What follows belongs to an exercise in optimizing a design on an open flow for small area; a production flow would make more cautious choices. At most, simulation tests tie the RTL to the original design; equivalence was not proved. Power is estimated from default activity; no workload was simulated.

==> inputs of 10-08 <==
==> flow/design.v <==
package caseu_pkg;
  localparam int unsigned DataW = 32;
  localparam int unsigned NumRegs = 16;
  localparam int unsigned RegAddrW = 4;
  localparam logic [RegAddrW-1:0] REG_LR = 4'd14;
  localparam logic [RegAddrW-1:0] REG_PC = 4'd15;
  typedef enum logic [1:0] {
    FUNC_DP  = 2'd0,
    FUNC_MUL = 2'd1,
    FUNC_BR  = 2'd2,
    FUNC_LDR = 2'd3
  } func_e;
  typedef enum logic [3:0] {
    OP_AND = 4'd0,
    OP_EOR = 4'd1,
    OP_SUB = 4'd2,
    OP_RSB = 4'd3,
    OP_ADD = 4'd4,
    OP_TST = 4'd8,
    OP_TEQ = 4'd9,
    OP_CMP = 4'd10,
    OP_ORR = 4'd12,
    OP_MOV = 4'd13
  } opcode_e;
  typedef enum logic [1:0] {
    SH_LSL = 2'd0,
    SH_LSR = 2'd1,
    SH_ASR = 2'd2,
    SH_ROR = 2'd3
  } shift_e;
  typedef enum logic [3:0] {
    COND_EQ = 4'd0,
    COND_NE = 4'd1,
    COND_CS = 4'd2,
    COND_CC = 4'd3,
    COND_MI = 4'd4,
    COND_PL = 4'd5,
    COND_VS = 4'd6,
    COND_VC = 4'd7,
    COND_HI = 4'd8,
    COND_LS = 4'd9,
    COND_GE = 4'd10,
    COND_LT = 4'd11,
    COND_GT = 4'd12,
    COND_LE = 4'd13,
    COND_AL = 4'd14,
    COND_NV = 4'd15
  } cond_e;
  typedef struct packed {
    logic [1:0]          func;
    logic [3:0]          cond;
    logic [3:0]          opcode;
    logic                imm_operand;
    logic                set_flags;
    logic [RegAddrW-1:0] reg_n;
    logic [RegAddrW-1:0] reg_d;
    logic [11:0]         operand2;
    logic                accumulate_or_link;
    logic [23:0]         branch_offset;
    logic [DataW-1:0]    load_value;
  } req_t;
  typedef struct packed {
    logic                executed;
    logic                wrote_register;
    logic [RegAddrW-1:0] dest_reg;
    logic [DataW-1:0]    result;
    logic                flag_n;
    logic                flag_z;
    logic                flag_c;
    logic                flag_v;
    logic                flush;
  } rsp_t;
  typedef struct packed {
    logic                en;
    logic [RegAddrW-1:0] addr;
    logic [DataW-1:0]    data;
    logic                link_en;
    logic [DataW-1:0]    link_data;
  } wr_t;
  function automatic logic cond_pass(input logic [3:0] c, input logic [3:0] f);
    logic n;
    logic z;
    logic cf;
    logic v;
    logic pass;
    n  = f[3];
    z  = f[2];
    cf = f[1];
    v  = f[0];
    case (c)
      4'd0: pass = z;
      4'd1: pass = !z;
      4'd2: pass = cf;
      4'd3: pass = !cf;
      4'd4: pass = n;
      4'd5: pass = !n;
      4'd6: pass = v;
      4'd7: pass = !v;
      4'd8: pass = cf && !z;
      4'd9: pass = !cf || z;
      4'd10: pass = (n == v);
      4'd11: pass = (n != v);
      4'd12: pass = !z && (n == v);
      4'd13: pass = z || (n != v);
      4'd14: pass = 1'b1;
      default: pass = 1'b0;
    endcase
    cond_pass = pass;
  endfunction
endpackage
module cond_alu_shift_mult_branch_execute_unit (
  input  logic        clk_i,
  input  logic        rst_ni,
  input  logic        exe_valid_i,
  output logic        exe_ready_o,
  input  logic [1:0]  exe_func_i,
  input  logic [3:0]  exe_cond_i,
  input  logic [3:0]  exe_opcode_i,
  input  logic        exe_imm_operand_i,
  input  logic        exe_set_flags_i,
  input  logic [3:0]  exe_reg_n_i,
  input  logic [3:0]  exe_reg_d_i,
  input  logic [11:0] exe_operand2_i,
  input  logic        exe_accumulate_or_link_i,
  input  logic [23:0] exe_branch_offset_i,
  input  logic [31:0] exe_load_value_i,
  output logic        res_valid_o,
  input  logic        res_ready_i,
  output logic        res_executed_o,
  output logic        res_wrote_register_o,
  output logic [3:0]  res_dest_reg_o,
  output logic [31:0] res_result_o,
  output logic        res_flag_n_o,
  output logic        res_flag_z_o,
  output logic        res_flag_c_o,
  output logic        res_flag_v_o,
  output logic        res_flush_o
);
  localparam logic [1:0] PH_IDLE = 2'd0;
  localparam logic [1:0] PH_PRE  = 2'd1;
  localparam logic [1:0] PH_ALU  = 2'd2;
  logic [4:0]  c_q;
  logic [1:0]  ph_q;
  logic        clr_q;
  logic        rv_q;
  logic [3:0]  fl_q;       
  logic        last;
  logic        in_pre;
  logic        in_alu;
  assign last   = (c_q == 5'd31);
  assign in_pre = (ph_q == PH_PRE);
  assign in_alu = (ph_q == PH_ALU);
  logic [3:0]  op;
  logic [11:0] o2;
  logic        is_dp, is_mul, is_br, is_ld;
  logic        dp_ok, dp_wr, logic_op, pass, exec, wr_main, need_pre;
  logic [3:0]  target;
  assign op     = exe_opcode_i;
  assign o2     = exe_operand2_i;
  assign is_dp  = (exe_func_i == 2'd0);
  assign is_mul = (exe_func_i == 2'd1);
  assign is_br  = (exe_func_i == 2'd2);
  assign is_ld  = (exe_func_i == 2'd3);
  always_comb begin
    dp_ok    = 1'b1;
    dp_wr    = 1'b1;
    logic_op = 1'b0;
    case (op)
      4'd0, 4'd1, 4'd12, 4'd13: logic_op = 1'b1;
      4'd2, 4'd3, 4'd4:         ;
      4'd8, 4'd9: begin
        logic_op = 1'b1;
        dp_wr    = 1'b0;
      end
      4'd10: dp_wr = 1'b0;
      default: begin
        dp_ok = 1'b0;
        dp_wr = 1'b0;
      end
    endcase
  end
  assign pass     = caseu_pkg::cond_pass(exe_cond_i, fl_q);
  assign exec     = pass && (!is_dp || dp_ok);
  assign wr_main  = exec && (!is_dp || dp_wr);
  assign need_pre = exec && (is_dp || is_mul || (is_br && exe_accumulate_or_link_i));
  assign target   = is_br ? 4'd15 : exe_reg_d_i;
  logic go;
  assign go          = exe_valid_i && (!rv_q || res_ready_i);
  assign exe_ready_o = in_alu && last;
  always_ff @(posedge clk_i or negedge rst_ni) begin
    if (!rst_ni) begin
      c_q   <= 5'd0;
      ph_q  <= PH_IDLE;
      clr_q <= 1'b1;
      rv_q  <= 1'b0;
    end else begin
      c_q <= c_q + 5'd1;
      if (last) begin
        clr_q <= 1'b0;
        case (ph_q)
          PH_IDLE: if (go) ph_q <= need_pre ? PH_PRE : PH_ALU;
          PH_PRE:  ph_q <= PH_ALU;
          default: ph_q <= PH_IDLE;
        endcase
      end
      if (exe_ready_o && exe_valid_i) rv_q <= 1'b1;
      else if (res_ready_i)           rv_q <= 1'b0;
    end
  end
  logic [15:0][31:0] rf_q;
  logic [15:0]       head;
  logic [15:0]       rin;
  logic [15:0]       we;
  logic              wd;
  logic [3:0]        ax;
  logic              xh, yh;
  always_comb begin
    for (int i = 0; i < 16; i++) head[i] = rf_q[i][0];
  end
  assign ax = is_br ? 4'd15 : (in_pre ? o2[3:0] : exe_reg_n_i);
  assign xh = head[ax];
  assign yh = head[o2[11:8]];
  always_comb begin
    for (int i = 0; i < 16; i++) rin[i] = !clr_q && (we[i] ? wd : head[i]);
  end
  always_ff @(posedge clk_i) begin
    for (int i = 0; i < 16; i++) rf_q[i] <= {rin[i], rf_q[i][31:1]};
  end
  logic [7:0]  kreg_q;
  logic        sign_q;
  logic [7:0]  k8;
  logic [1:0]  ty;
  logic [4:0]  k5;
  logic        kz, big, eq32;
  logic [4:0]  tap;
  logic [31:0] p_q;
  logic        rot;
  logic        lo_ok;    
  logic        hi_ok;    
  logic        bsh;
  always_ff @(posedge clk_i) begin
    if (in_pre && c_q[4:3] == 2'd0) kreg_q <= {yh, kreg_q[7:1]};
    if (in_pre && last)             sign_q <= xh;
  end
  always_comb begin
    if (exe_imm_operand_i) begin
      k8 = {3'd0, o2[11:8], 1'b0};
      ty = 2'd3;
    end else begin
      k8 = o2[4] ? kreg_q : {3'd0, o2[11:7]};
      ty = o2[6:5];
    end
  end
  assign k5    = k8[4:0];
  assign kz    = (k8 == 8'd0);
  assign big   = (k8[7:5] != 3'd0);
  assign eq32  = (k8 == 8'd32);
  assign tap   = (ty == 2'd0) ? (5'd0 - k5) : k5;
  assign rot   = p_q[tap];
  assign lo_ok = (c_q >= k5);
  assign hi_ok = (c_q <= ~k5);
  always_comb begin
    case (ty)
      2'd0:    bsh = rot & lo_ok & !big;
      2'd1:    bsh = rot & hi_ok & !big;
      2'd2:    bsh = (hi_ok && !big) ? rot : sign_q;
      default: bsh = rot;
    endcase
  end
  logic [31:0] r_q;
  logic        r_we;
  logic [4:0]  r_idx;
  logic        r_din;
  logic        rbit;
  assign r_we  = in_alu || (in_pre && is_mul);
  assign r_idx = in_alu ? ~c_q : c_q;
  assign r_din = in_alu ? (exec && rbit) : xh;
  always_ff @(posedge clk_i) begin
    for (int s = 0; s < 32; s++) begin
      if (r_we && r_idx == s) r_q[s] <= r_din;
    end
  end
  logic        bm, lm, om, im;
  logic [31:0] offx;
  logic [31:0] ab;
  logic [32:0] psum;
  logic        ptop;
  assign offx   = {{6{exe_branch_offset_i[23]}}, exe_branch_offset_i, 2'b00};
  assign bm     = in_alu && is_mul && yh;
  assign lm     = in_alu && is_ld && (c_q == 5'd0);
  assign om     = in_alu && is_br && (c_q == 5'd0);
  assign im     = in_pre && is_dp && exe_imm_operand_i && (c_q == 5'd0);
  assign ab     = (r_q & {32{bm}}) | (exe_load_value_i & {32{lm}}) | (offx & {32{om}})
                | ({24'd0, o2[7:0]} & {32{im}});
  assign psum   = {1'b0, p_q} + {1'b0, ab};
  always_comb begin
    ptop = 1'b0;
    if (in_pre && is_dp)  ptop = exe_imm_operand_i ? psum[0] : xh;
    if (in_alu && is_dp)  ptop = psum[0];
    if (in_alu && is_mul) ptop = psum[32];
  end
  always_ff @(posedge clk_i) begin
    p_q <= {ptop, psum[31:1]};
  end
  logic        a, b, inva, invb, cin, x, y, s, co;
  logic        cy_q, zf_q;
  logic        arith;
  always_comb begin
    a = xh;
    b = bsh;
    if (in_pre) begin
      b = (c_q[4:1] != 4'd0);                        
    end else begin
      case (exe_func_i)
        2'd1: begin
          a = exe_accumulate_or_link_i && xh;
          b = psum[0];
        end
        2'd2, 2'd3: b = psum[0];
        default:    b = bsh;
      endcase
    end
  end
  assign arith = !(is_dp && logic_op) || in_pre;
  assign inva  = is_dp && (op == 4'd3) && !in_pre;
  assign invb  = is_dp && (op == 4'd2 || op == 4'd10) && !in_pre;
  assign cin   = (c_q == 5'd0) ? (inva || invb) : cy_q;
  assign x     = a ^ inva;
  assign y     = b ^ invb;
  assign s     = x ^ y ^ cin;
  assign co    = (x && y) || (x && cin) || (y && cin);
  always_comb begin
    rbit = s;
    if (is_ld) rbit = b;
    else if (is_dp) begin
      case (op)
        4'd0, 4'd8: rbit = a & b;
        4'd1, 4'd9: rbit = a ^ b;
        4'd12:      rbit = a | b;
        4'd13:      rbit = b;
        default:    rbit = s;
      endcase
    end
  end
  logic shc0, shc;
  assign shc0 = kz ? fl_q[1] : ((!big || eq32) && rot);
  always_comb begin
    if (kz || ty == 2'd0)           shc = cy_q;
    else if (ty == 2'd2 && big)     shc = sign_q;
    else if (ty == 2'd1 && big && !eq32) shc = 1'b0;
    else                            shc = rot;
  end
  always_ff @(posedge clk_i) begin
    if (arith)              cy_q <= co;
    else if (c_q == 5'd0)   cy_q <= shc0;
    zf_q <= ((c_q == 5'd0) || zf_q) && !rbit;
  end
  always_comb begin
    we = '0;
    wd = in_pre ? s : rbit;
    if (in_alu && wr_main) we[target] = 1'b1;
    if (in_pre && is_br)   we[14]     = 1'b1;
  end
  logic       accept;
  logic       ex_q, wr_q;
  logic [3:0] dst_q;
  assign accept = exe_ready_o && exe_valid_i;
  always_ff @(posedge clk_i or negedge rst_ni) begin
    if (!rst_ni) begin
      fl_q <= 4'd0;
    end else if (accept && exec && exe_set_flags_i && !is_br && !is_ld) begin
      fl_q[3] <= rbit;
      fl_q[2] <= zf_q && !rbit;
      if (is_dp) fl_q[1] <= logic_op ? shc : co;
    end
  end
  always_ff @(posedge clk_i) begin
    if (accept) begin
      ex_q  <= exec;
      wr_q  <= wr_main;
      dst_q <= wr_main ? target : 4'd0;
    end
  end
  assign res_valid_o          = rv_q;
  assign res_executed_o       = ex_q;
  assign res_wrote_register_o = wr_q;
  assign res_dest_reg_o       = dst_q;
  assign res_flag_n_o         = fl_q[3];
  assign res_flag_z_o         = fl_q[2];
  assign res_flag_c_o         = fl_q[1];
  assign res_flag_v_o         = fl_q[0];
  assign res_flush_o          = wr_q && (dst_q == 4'd15);
  always_comb begin
    for (int i = 0; i < 32; i++) res_result_o[i] = r_q[31 - i];
  end
endmodule
==> flow/run.sh <==
#!/bin/bash
# synth_recipe.tcl (not shown) runs the flow's synth.tcl, then flattens the netlist and writes it again
# the make line also repeats each setting of config.mk as NAME=value (left out here)
make -C /OpenROAD-flow-scripts/flow DESIGN_CONFIG=/design/flow/config.mk WORK_HOME=/design/flow/orfs CLKGATE_MAP_FILE= SYNTH_SCRIPT=/design/flow/synth_recipe.tcl finish
==> flow/config.mk <==
export PLATFORM = sky130hd
export DESIGN_NAME = cond_alu_shift_mult_branch_execute_unit
export DESIGN_NICKNAME = cond_alu_shift_mult_branch_execute_unit
export VERILOG_FILES = /design/flow/design.v
export SDC_FILE = /design/flow/constraint.sdc
export NUM_CORES = 4
export LEC_CHECK = 0
export CAP_MARGIN = 20
export CORE_MARGIN = 2
export CORE_UTILIZATION = 35
export CTS_BUF_LIST = sky130_fd_sc_hd__clkbuf_4
export SLEW_MARGIN = 20
==> flow/constraint.sdc <==
create_clock -name core_clock -period 20.0 [get_ports {clk_i}]
set_input_delay 4.0000 -clock core_clock [delete_from_list [all_inputs] [get_ports {clk_i}]]
set_output_delay 4.0000 -clock core_clock [all_outputs]
set_load 0.01 [all_outputs]
==> inputs of 11-22, as changes to 10-08 <==
--- a/flow/design.v
+++ b/flow/design.v
@@ -219,7 +219,7 @@
   end
-  assign ax = is_br ? 4'd15 : (in_pre ? o2[3:0] : exe_reg_n_i);
-  assign xh = head[ax];
+  assign ax = in_pre ? o2[3:0] : exe_reg_n_i;
+  assign xh = is_br ? head[15] : head[ax];
   assign yh = head[o2[11:8]];
   always_comb begin
-    for (int i = 0; i < 16; i++) rin[i] = !clr_q && (we[i] ? wd : head[i]);
+    for (int i = 0; i < 16; i++) rin[i] = (we[i] || clr_q) ? wd : head[i];
   end
@@ -229,3 +229,2 @@
   logic [7:0]  kreg_q;
-  logic        sign_q;
   logic [7:0]  k8;
@@ -236,10 +235,9 @@
   logic [31:0] p_q;
+  logic [31:0] pn_q;    
+  assign p_q = ~pn_q;
   logic        rot;
   logic        lo_ok;    
-  logic        hi_ok;    
   logic        bsh;
-  always_ff @(posedge clk_i) begin
-    if (in_pre && c_q[4:3] == 2'd0) kreg_q <= {yh, kreg_q[7:1]};
-    if (in_pre && last)             sign_q <= xh;
-  end
+  logic [7:0] m_q;
+  assign kreg_q = m_q[7:0];
   always_comb begin
@@ -257,14 +255,8 @@
   assign eq32  = (k8 == 8'd32);
-  assign tap   = (ty == 2'd0) ? (5'd0 - k5) : k5;
+  logic asr_big;
+  assign asr_big = (ty == 2'd2) && big;
+  assign tap   = asr_big ? 5'd31 : ((ty == 2'd0) ? (5'd0 - k5) : k5);
   assign rot   = p_q[tap];
   assign lo_ok = (c_q >= k5);
-  assign hi_ok = (c_q <= ~k5);
-  always_comb begin
-    case (ty)
-      2'd0:    bsh = rot & lo_ok & !big;
-      2'd1:    bsh = rot & hi_ok & !big;
-      2'd2:    bsh = (hi_ok && !big) ? rot : sign_q;
-      default: bsh = rot;
-    endcase
-  end
+  assign bsh   = rot && !(big && !ty[1]) && (ty != 2'd0 || lo_ok);
   logic [31:0] r_q;
@@ -294,3 +286,9 @@
                 | ({24'd0, o2[7:0]} & {32{im}});
-  assign psum   = {1'b0, p_q} + {1'b0, ab};
+  logic [32:0] pc;
+  assign pc[0] = 1'b0;
+  for (genvar k = 0; k < 32; k++) begin : g_padd
+    assign psum[k]  = p_q[k] ^ ab[k] ^ pc[k];
+    assign pc[k+1]  = (p_q[k] & ab[k]) | (pc[k] & (p_q[k] ^ ab[k]));
+  end
+  assign psum[32] = pc[32];
   always_comb begin
@@ -298,3 +296,3 @@
     if (in_pre && is_dp)  ptop = exe_imm_operand_i ? psum[0] : xh;
-    if (in_alu && is_dp)  ptop = psum[0];
+    if (in_alu && is_dp)  ptop = (ty == 2'd2) ? psum[31] : ((ty == 2'd1) ? 1'b0 : psum[0]);
     if (in_alu && is_mul) ptop = psum[32];
@@ -302,3 +300,3 @@
   always_ff @(posedge clk_i) begin
-    p_q <= {ptop, psum[31:1]};
+    pn_q <= ~{ptop, psum[31:1]};
   end
@@ -344,13 +342,12 @@
   end
-  logic shc0, shc;
-  assign shc0 = kz ? fl_q[1] : ((!big || eq32) && rot);
-  always_comb begin
-    if (kz || ty == 2'd0)           shc = cy_q;
-    else if (ty == 2'd2 && big)     shc = sign_q;
-    else if (ty == 2'd1 && big && !eq32) shc = 1'b0;
-    else                            shc = rot;
-  end
-  always_ff @(posedge clk_i) begin
-    if (arith)              cy_q <= co;
-    else if (c_q == 5'd0)   cy_q <= shc0;
+  logic shc_pre, shc0, shc;
+  assign shc_pre = kz ? fl_q[1]
+                 : ((ty == 2'd1) && big && !eq32) ? 1'b0
+                 : ((k5 == 5'd0) || asr_big) ? xh : rot;
+  assign shc0    = kz ? fl_q[1] : ((!big || eq32) && rot);
+  assign shc     = cy_q;
+  always_ff @(posedge clk_i) begin
+    if (in_pre && is_dp && last)                  cy_q <= shc_pre;
+    else if (arith)                               cy_q <= co;
+    else if (c_q == 5'd0 && ty == 2'd0)           cy_q <= shc0;
     zf_q <= ((c_q == 5'd0) || zf_q) && !rbit;
@@ -359,3 +356,3 @@
     we = '0;
-    wd = in_pre ? s : rbit;
+    wd = !clr_q && (in_pre ? s : rbit);
     if (in_alu && wr_main) we[target] = 1'b1;
@@ -366,2 +363,5 @@
   logic [3:0] dst_q;
+  assign ex_q  = m_q[5];
+  assign wr_q  = m_q[4];
+  assign dst_q = m_q[3:0];
   assign accept = exe_ready_o && exe_valid_i;
@@ -377,7 +377,4 @@
   always_ff @(posedge clk_i) begin
-    if (accept) begin
-      ex_q  <= exec;
-      wr_q  <= wr_main;
-      dst_q <= wr_main ? target : 4'd0;
-    end
+    if (in_pre && c_q[4:3] == 2'd0) m_q[7:0] <= {yh, m_q[7:1]};
+    else if (accept)                m_q[5:0] <= {exec, wr_main, wr_main ? target : 4'd0};
   end
==> flow/flow/run.sh (new file) <==
#!/bin/bash
# Standard ORFS layout with three changes:
#  - synthesis maps the logic with flow/abc_area.script (through flow/my_synth.tcl,
#    which is synth_recipe.tcl plus an abc wrapper); registers are untouched
#  - the ports get buf_1 buffers
#  - CTS uses clkbuf_8 with small sink clusters and inserts no dummy loads
set -euo pipefail
export MY_ABC_SCRIPT=$PWD/flow/abc_area.script
bash standard.sh \
  "SYNTH_SCRIPT=$PWD/flow/my_synth.tcl" \
  'BUFFER_PORTS_ARGS=-buffer_cell sky130_fd_sc_hd__buf_1' \
  'CTS_ARGS=-sink_clustering_enable -repair_clock_nets -dont_use_dummy_load -buf_list sky130_fd_sc_hd__clkbuf_8 -sink_clustering_size 20 -sink_clustering_max_diameter 60' \
  finish > flow_make.log 2>&1
==> flow/flow/abc_area.script (new file) <==
strash
&get -n
&st
&syn2
&dch -f
&put
amap
topo
dnsize -c
==> flow/flow/my_synth.tcl (new file) <==
proc synth {args} { yosys synth -nofsm -noshare {*}$args }
# map the logic with the abc script named by MY_ABC_SCRIPT instead of ORFS's
proc abc {args} {
  set i [lsearch -exact $args -script]
  if { $i >= 0 && [info exists ::env(MY_ABC_SCRIPT)] } {
    lset args [expr {$i + 1}] $::env(MY_ABC_SCRIPT)
  }
  yosys abc {*}$args
}
source $::env(SCRIPTS_DIR)/synth.tcl
# left out here: clear keep_hierarchy, flatten, clean up, hide names made inside functions, write 1_2_yosys.v
==> flow/standard.sh (new file) <==
#!/bin/bash
# synth_recipe.tcl (not shown) runs the flow's synth.tcl, then flattens the netlist and writes it again
# the make line also repeats each setting of config.mk as NAME=value (left out here)
make -C /OpenROAD-flow-scripts/flow DESIGN_CONFIG=/design/flow/config.mk WORK_HOME=/design/flow/orfs CLKGATE_MAP_FILE= SYNTH_SCRIPT=/design/flow/synth_recipe.tcl "${@:-finish}"
Settings changed: CORE_UTILIZATION 35 to 70, CTS_BUF_LIST sky130_fd_sc_hd__clkbuf_4 to unset.
removed: flow/run.sh
==> inputs of 09-16, as changes to 10-08 <==
--- a/flow/design.v
+++ b/flow/design.v
@@ -282,4 +282,3 @@
   end
-  logic        bm, lm, om, im;
-  logic [31:0] offx;
+  logic        bm;
   logic [31:0] ab;
@@ -287,13 +286,10 @@
   logic        ptop;
-  assign offx   = {{6{exe_branch_offset_i[23]}}, exe_branch_offset_i, 2'b00};
+  logic        immser;
   assign bm     = in_alu && is_mul && yh;
-  assign lm     = in_alu && is_ld && (c_q == 5'd0);
-  assign om     = in_alu && is_br && (c_q == 5'd0);
-  assign im     = in_pre && is_dp && exe_imm_operand_i && (c_q == 5'd0);
-  assign ab     = (r_q & {32{bm}}) | (exe_load_value_i & {32{lm}}) | (offx & {32{om}})
-                | ({24'd0, o2[7:0]} & {32{im}});
+  assign ab     = r_q & {32{bm}};
   assign psum   = {1'b0, p_q} + {1'b0, ab};
+  assign immser = (c_q[4:3] == 2'd0) && o2[c_q[2:0]];
   always_comb begin
     ptop = 1'b0;
-    if (in_pre && is_dp)  ptop = exe_imm_operand_i ? psum[0] : xh;
+    if (in_pre && is_dp)  ptop = exe_imm_operand_i ? immser : xh;
     if (in_alu && is_dp)  ptop = psum[0];
@@ -304,2 +300,3 @@
   end
+  logic [31:0] offx;
   logic        a, b, inva, invb, cin, x, y, s, co;
@@ -307,2 +304,3 @@
   logic        arith;
+  assign offx = {{6{exe_branch_offset_i[23]}}, exe_branch_offset_i, 2'b00};
   always_comb begin
@@ -318,4 +316,5 @@
         end
-        2'd2, 2'd3: b = psum[0];
-        default:    b = bsh;
+        2'd2:    b = offx[c_q];
+        2'd3:    b = exe_load_value_i[c_q];
+        default: b = bsh;
       endcase
Settings changed: CTS_BUF_LIST sky130_fd_sc_hd__clkbuf_4 to unset.
==> inputs of 11-05, as changes to 10-08 <==
--- a/flow/design.v
+++ b/flow/design.v
@@ -294,3 +294,9 @@
                 | ({24'd0, o2[7:0]} & {32{im}});
-  assign psum   = {1'b0, p_q} + {1'b0, ab};
+  logic [32:0] pc;
+  assign pc[0] = 1'b0;
+  for (genvar k = 0; k < 32; k++) begin : g_padd
+    assign psum[k]  = p_q[k] ^ ab[k] ^ pc[k];
+    assign pc[k+1]  = (p_q[k] & ab[k]) | (pc[k] & (p_q[k] ^ ab[k]));
+  end
+  assign psum[32] = pc[32];
   always_comb begin
==> flow/flow/run.sh (new file) <==
#!/bin/bash
# Standard ORFS layout; the ports get buf_1 buffers and CTS inserts no dummy loads.
set -euo pipefail
bash standard.sh \
  'BUFFER_PORTS_ARGS=-buffer_cell sky130_fd_sc_hd__buf_1' \
  'CTS_ARGS=-sink_clustering_enable -repair_clock_nets -dont_use_dummy_load -buf_list sky130_fd_sc_hd__clkbuf_16' \
  finish > flow_make.log 2>&1
==> flow/standard.sh (new file) <==
#!/bin/bash
# synth_recipe.tcl (not shown) runs the flow's synth.tcl, then flattens the netlist and writes it again
# the make line also repeats each setting of config.mk as NAME=value (left out here)
make -C /OpenROAD-flow-scripts/flow DESIGN_CONFIG=/design/flow/config.mk WORK_HOME=/design/flow/orfs CLKGATE_MAP_FILE= SYNTH_SCRIPT=/design/flow/synth_recipe.tcl "${@:-finish}"
Settings changed: CTS_BUF_LIST sky130_fd_sc_hd__clkbuf_4 to unset.
removed: flow/run.sh
==> run notes <==
Die area: 11-22 < 11-05 < 10-08 < 09-16. Combinational power, highest first: 10-08, 11-22, 11-05, 09-16. Against 11-05, the synthesized area of 10-08 is higher by about 5%. The highest cell area belongs to 09-16, the lowest to 11-22. Final cell count: 11-22 < 11-05 < 09-16 < 10-08. Sequential share of layout area, lowest first: 09-16, 10-08, 11-05, 11-22. The highest register-to-register slack belongs to 10-08, the lowest to 11-22.
==> figures <==
	09-16	10-08	11-22	11-05
Result of the run	timing/DRC/antenna clean	timing/DRC/antenna clean	timing/DRC/antenna clean	timing/DRC/antenna clean
Combinational power	0.0884 mW	0.234 mW	0.114 mW	0.0911 mW
Transition time at the pin with the least slew margin	1.08 ns	1.07 ns	1.10 ns	1.09 ns
Data arrival time of the critical path	10.10 ns	10.01 ns	19.57 ns	17.99 ns
Final-layout fill cell count	4,728	4,671	1,285	4,432
Final worst slack	10.18 ns	10.47 ns	0.791 ns	2.44 ns
Layout-to-synthesis area ratio	1.222x	1.228x	1.092x	1.155x
Global-route usage over all layers	0.148	0.144	0.262	0.130
Pre-Repair DR Iteration Count	5	5	6	7
Placed cell count	2,198	2,139	1,551	1,927
Most used cell, CP	sky130_fd_sc_hd__inv_1	-	sky130_fd_sc_hd__fa_1	sky130_fd_sc_hd__fa_1
Worst path depth	17	19	46	42
Share of the cycle needed by the critical path after routing	0.491	0.477	0.960	0.878
Reg2Reg Depth	17	18	43	41
Gate power share	0.037	0.091	0.060	0.041
Met2 track demand over resource in global routing	0.241	0.220	0.407	0.187
No functional check of the RTL was part of 10-08.

what the ideal ports hide:
No port has a modelled driver above. Below, the same layouts with a new extraction and two added sets of constraints.
Step 1 (the two cells are an assumption about what drives the block):
set clk [get_ports {clk_i}]
set_driving_cell -lib_cell sky130_fd_sc_hd__clkbuf_16 $clk
set_driving_cell -lib_cell sky130_fd_sc_hd__buf_2 [delete_from_list [all_inputs] $clk]
Step 2 times the ports against the registers' clock, not the clock port: input delays grow and output delays shrink by t, the midpoint of the rising clock arrivals with the driver on.
Three values: ideal, step 1, step 2; two values: the first two.
| run | t (ns) | setup WS [ns] | worst register clock-pin slew, ns |
|---|---|---|---|
| 10-08 | 0.838 | 10.468 / 10.464 / 9.627 | 0.08 / 0.08 |
| 11-22 | 0.580 | 0.791 / 0.783 / 0.203 | 0.12 / 0.12 |
| 09-16 | 0.647 | 10.185 / 10.190 / 9.543 | 0.07 / 0.07 |
| 11-05 | 0.596 | 2.442 / 2.432 / 1.836 | 0.06 / 0.06 |
After both steps every run listed still meets setup and hold. For 10-08, which loses most, drivers alone change the setup slack by -0.004 ns; drivers and shift together by -0.841 ns.
